Source: an optimization exercise on an open RTL-to-GDS flow (aim: small area and a short achievable clock period). Production flows keep margins and buffers that such runs may drop.
The clock port is modelled as an ideal driver, which makes a skipped or thinned clock tree look cheaper than it is; a real chip needs a root buffer or a tree.
No activity file was given, so power comes from the tool's default toggle rates.

== old ==
==> flow/design.v <==
module log2 #(
  parameter int FRAC_W = 5,
  parameter int MANT_W = 16
) (
  input  logic              clk,
  input  logic              rst_n,
  input  logic [7:0]        x,
  input  logic              validx,
  output logic [FRAC_W+2:0] y,
  output logic              validy
);
  logic [9:0] nrm;
  logic a20, a21, a22, a24, a25, a26, a27, a28, a29, a31;
  logic a32, a33, a34, a35, a36, a37, a38, a40, a42, a43;
  logic a44, a45, a46, a47, a48, a49, a50, a52, a53, a54;
  logic a55, a56, a57, a58, a59, a60, a61, a62, a63, a64;
  logic a66, a67, a69, a70, a71, a72, a74, a75;
  assign nrm[0] = x[0] & x[7];
  assign a20 = x[6] & ~x[7];
  assign a21 = x[0] & a20;
  assign a22 = x[1] & x[7];
  assign nrm[1] = a21 | a22;
  assign a24 = ~x[6] & ~x[7];
  assign a25 = x[5] & a24;
  assign a26 = x[0] & a25;
  assign a27 = x[1] & a20;
  assign a28 = x[2] & x[7];
  assign a29 = ~a27 & ~a28;
  assign nrm[2] = a26 | ~a29;
  assign a31 = x[1] & a25;
  assign a32 = x[0] & x[4];
  assign a33 = ~x[5] & a32;
  assign a34 = a24 & a33;
  assign a35 = x[2] & a20;
  assign a36 = x[3] & x[7];
  assign a37 = ~a35 & ~a36;
  assign a38 = ~a34 & a37;
  assign nrm[3] = a31 | ~a38;
  assign a40 = ~x[4] & ~x[5];
  assign nrm[9] = ~a24 | ~a40;
  assign a42 = x[0] & ~nrm[9];
  assign a43 = ~a20 & ~a42;
  assign a44 = x[3] & ~a43;
  assign a45 = x[1] & ~x[5];
  assign a46 = ~x[6] & a45;
  assign a47 = ~x[7] & ~a46;
  assign a48 = x[4] & ~a47;
  assign a49 = x[2] & a25;
  assign a50 = ~a48 & ~a49;
  assign nrm[4] = a44 | ~a50;
  assign a52 = x[1] & ~nrm[9];
  assign a53 = ~x[5] & ~a52;
  assign a54 = x[3] & ~x[6];
  assign a55 = ~x[7] & ~a54;
  assign a56 = ~a53 & ~a55;
  assign a57 = x[0] & ~x[3];
  assign a58 = ~nrm[9] & a57;
  assign a59 = x[4] & ~x[7];
  assign a60 = ~a58 & ~a59;
  assign a61 = ~x[5] & ~x[7];
  assign a62 = x[2] & a61;
  assign a63 = ~x[6] & ~a62;
  assign a64 = ~a60 & ~a63;
  assign nrm[5] = a56 | a64;
  assign a66 = a53 & a55;
  assign a67 = a60 & a63;
  assign nrm[6] = ~a66 & ~a67;
  assign a69 = x[1] & ~x[2];
  assign a70 = ~x[3] & ~a69;
  assign a71 = ~x[4] & ~a70;
  assign a72 = a61 & ~a71;
  assign nrm[7] = ~a20 & ~a72;
  assign a74 = ~x[2] & ~x[3];
  assign a75 = a40 & ~a74;
  assign nrm[8] = ~a24 | a75;
  localparam logic [6:0] MINV = 7'b1111111;
  logic [2:0] e_q;
  logic [6:0] m_q;
  logic       v_q;
  always_ff @(posedge clk) begin
    e_q <= nrm[9:7];
    m_q <= nrm[6:0] ^ MINV;
    v_q <= rst_n & validx;
  end
  logic [4:0] f;
  logic [6:0] m;
  assign m = m_q ^ MINV;
  logic b13, b14, b15, b16, b17, b18, b19, b20, b21, b22;
  logic b23, b24, b25, b26, b27, b28, b29, b30, b31, b32;
  logic b33, b34, b35, b36, b37, b38, b39, b40, b41, b42;
  logic b43, b44, b45, b46, b47, b48, b49, b50, b51, b52;
  logic b53, b54, b55, b56, b57, b58, b59, b60, b61, b62;
  logic b63, b65, b66, b67, b68, b69, b70, b71, b72, b73;
  logic b75, b76, b77, b79, b80;
  assign b13 = m[1] & m[2];
  assign b14 = ~m[3] & ~b13;
  assign b15 = ~m[1] & m[2];
  assign b16 = m[0] & ~b15;
  assign b17 = ~m[1] & ~b16;
  assign b18 = b14 & ~b17;
  assign b19 = m[0] & m[1];
  assign b20 = ~m[2] & ~b19;
  assign b21 = m[1] & ~m[4];
  assign b22 = ~m[3] & b21;
  assign b23 = ~b20 & ~b22;
  assign b24 = ~b18 & ~b23;
  assign b25 = m[4] & ~b13;
  assign b26 = m[3] & m[4];
  assign b27 = m[5] & ~b26;
  assign b28 = ~b25 & b27;
  assign b29 = ~b24 & b28;
  assign b30 = ~m[0] & m[3];
  assign b31 = ~m[4] & ~m[5];
  assign b32 = ~b30 & b31;
  assign b33 = m[6] & ~b32;
  assign b34 = b13 & ~b33;
  assign b35 = m[6] & ~b34;
  assign b36 = ~b29 & b35;
  assign b37 = m[3] & ~m[5];
  assign b38 = b19 & ~b37;
  assign b39 = ~m[2] & ~b21;
  assign b40 = ~b27 & b39;
  assign b41 = ~b38 & b40;
  assign b42 = b36 & ~b41;
  assign b43 = m[3] & b16;
  assign b44 = ~m[4] & ~b43;
  assign b45 = ~m[5] & ~b44;
  assign b46 = b15 & ~b37;
  assign b47 = m[0] & b26;
  assign b48 = ~m[0] & ~m[3];
  assign b49 = ~m[4] & b48;
  assign b50 = m[1] & ~b49;
  assign b51 = ~b47 & ~b50;
  assign b52 = ~m[2] & ~b51;
  assign b53 = ~b46 & ~b52;
  assign b54 = ~b45 & b53;
  assign b55 = ~m[1] & ~m[2];
  assign b56 = b25 & ~b55;
  assign b57 = ~m[6] & ~b47;
  assign b58 = ~b56 & b57;
  assign b59 = ~m[5] & ~b58;
  assign b60 = b15 & ~b48;
  assign b61 = b59 & ~b60;
  assign b62 = ~m[6] & ~b61;
  assign b63 = ~b54 & b62;
  assign f[0] = b42 | b63;
  assign b65 = m[5] & ~b36;
  assign b66 = ~b59 & ~b65;
  assign b67 = ~m[3] & ~b34;
  assign b68 = m[3] & b34;
  assign b69 = ~b67 & ~b68;
  assign b70 = ~b66 & ~b69;
  assign b71 = m[2] & b37;
  assign b72 = b66 & ~b71;
  assign b73 = ~b14 & b72;
  assign f[1] = b70 | b73;
  assign b75 = ~b67 & ~b72;
  assign b76 = m[4] & b75;
  assign b77 = ~m[4] & ~b75;
  assign f[2] = ~b76 & ~b77;
  assign b79 = m[5] & b76;
  assign b80 = ~m[5] & ~b76;
  assign f[3] = ~b79 & ~b80;
  assign f[4] = m[6] | b79;
  always_ff @(posedge clk) begin
    y      <= {e_q, f};
    validy <= rst_n & v_q;
  end
endmodule
Settings: LEC_CHECK=0, CAP_MARGIN=20, CORE_AREA=2 2 62 62, DIE_AREA=0 0 64 64, PLACE_DENSITY=0.6, SETUP_SLACK_MARGIN=4.7, SLEW_MARGIN=20; clock period 7.0 ns.
standard.sh (not shown) runs the stock make flow with config.mk's settings and CLKGATE_MAP_FILE= SYNTH_SCRIPT=/design/flow/synth_recipe.tcl, a recipe that flattens the netlist after the stock synthesis.
==> flow/flow/run.sh <==
#!/bin/bash
# Layout flow: the standard ORFS flow (standard.sh) with two changes:
#  - synthesis is the standard flow's own script, except that its final ABC mapping call
#    uses flow/abc_map.script (area-oriented mapping of the AND/inverter
#    network in the RTL) in place of ORFS's speed script;
#    Yosys's own quick ABC pass inside synth is skipped (SYNTH_ARGS -noabc)
#    so that this mapping starts from the RTL's network, and the
#    half/full-adder extraction is left out (ADDER_MAP_FILE empty);
#  - the port buffers that global placement inserts are buf_1 cells;
#  - after CTS, flow/clock_one_buffer.tcl replaces the clock tree with one
#    clock buffer driving all the registers (there are only 20).
# Each step's full output goes to a log file in this folder, and ORFS's own
# per-step logs stay under orfs/logs/.
set -euo pipefail
W=$PWD
F=$W/flow

# Synthesis script: synth_recipe.tcl with the abc call redirected.
{
  head -n 1 synth_recipe.tcl
  cat <<TCL
proc abc {args} {
  set i [lsearch -exact \$args -script]
  if {[file exists {$F/abc_stage1.script}]} {
    # The logic feeding the first-stage registers (the cone of wire nrm)
    # is mapped first, with its own script.
    set a1 \$args
    lset a1 [expr {\$i + 1}] {$F/abc_stage1.script}
    yosys abc {*}\$a1 w:nrm %ci*
  }
  lset args [expr {\$i + 1}] {$F/abc_map.script}
  yosys abc {*}\$args
}
TCL
  tail -n +2 synth_recipe.tcl
} > own_synth.tcl

VARS=(
  "SYNTH_SCRIPT=$W/own_synth.tcl"
  "BUFFER_PORTS_ARGS=-buffer_cell sky130_fd_sc_hd__buf_1"
  "ADDER_MAP_FILE="
  "SYNTH_ARGS=-noabc"
  "POST_CTS_TCL=$F/clock_one_buffer.tcl"
  "CLOCK_ONE_BUFFER_CELL=sky130_fd_sc_hd__clkbuf_8"
  "INPUT_BUF_CELL=sky130_fd_sc_hd__buf_2"
)
bash standard.sh "${VARS[@]}" synth > synth.log 2>&1
bash standard.sh "${VARS[@]}" finish > layout.log 2>&1
Other scripts of this flow, unchanged in this note and not shown: flow/flow/abc_map.script, flow/flow/abc_stage1.script, flow/flow/clock_one_buffer.tcl
Edits applied to the flow inputs when going from old to new:
diff --git a/flow/design.v b/flow/design.v
--- a/flow/design.v
+++ b/flow/design.v
@@ -71,11 +71,11 @@
   assign a72 = a61 & ~a71;
   assign nrm[7] = ~a20 & ~a72;
   assign a74 = ~x[2] & ~x[3];
   assign a75 = a40 & ~a74;
   assign nrm[8] = ~a24 | a75;
-  localparam logic [6:0] MINV = 7'b1111111;
+  localparam logic [6:0] MINV = 7'b0010000;
   logic [2:0] e_q;
   logic [6:0] m_q;
   logic       v_q;
   always_ff @(posedge clk) begin
     e_q <= nrm[9:7];
==> run summary <==
Comparing the two runs side by side, new comes out ahead of old on cell area.
Re placed cell area: new is 18 µm² down on old.
Per the comparison of new with old, total power consumption of the routed design higher, logic depth of the worst path, buffers included decreased by 1 relative to the old numbers.
The final reports for new and old show number of vias in the routed layout lower in the former.
Comparing the two runs side by side, new comes out ahead of old on post-synthesis instance area.
NOTE net count reported at finish old->new decreased by a few percent
For new, the most common library cell in the layout ignoring fill and taps was sky130_fd_sc_hd__dfxtp_1, unlike old, where it was sky130_fd_sc_hd__inv_1.
The worst slack on hold paths number comes out higher for new vs old.
Changes observed in new relative to old: fmax now larger; clock network power share now larger; final setup slack of the worst path now larger; routed length on met2 now larger.
No run of this note included a check of the RTL's function; only the layout flow was run. In every run of this note, the design's own scripts or RTL, not TritonCTS, make the clock network.

==> separate check: timing with driven ports <==
The flow's constraints put no driver on any port. The routed layouts listed below were extracted and timed again, unchanged, in two steps.
Step 1 assumes that a clkbuf_16 drives the clock port and a buf_2 every other input.
Step 2 times the ports against the registers' clock, not the clock port: input delays grow and output delays shrink by t, the midpoint of the rising clock arrivals with the driver on.
Three values: no drivers, after step 1, after step 2; two values: the first two.
run	t, ns	setup slack, ns	worst setup path after step 2	latest minus earliest clock arrival (ns)
old	0.179	4.852 / 4.853 / 4.673	input to register	0.001 / 0.001
new	0.185	4.934 / 4.938 / 4.753	input to register	0.001 / 0.002
After both steps setup and hold are still met in every run listed. The setup slack of new, which loses most, moves by +0.004 ns with the drivers and by -0.181 ns with both steps.
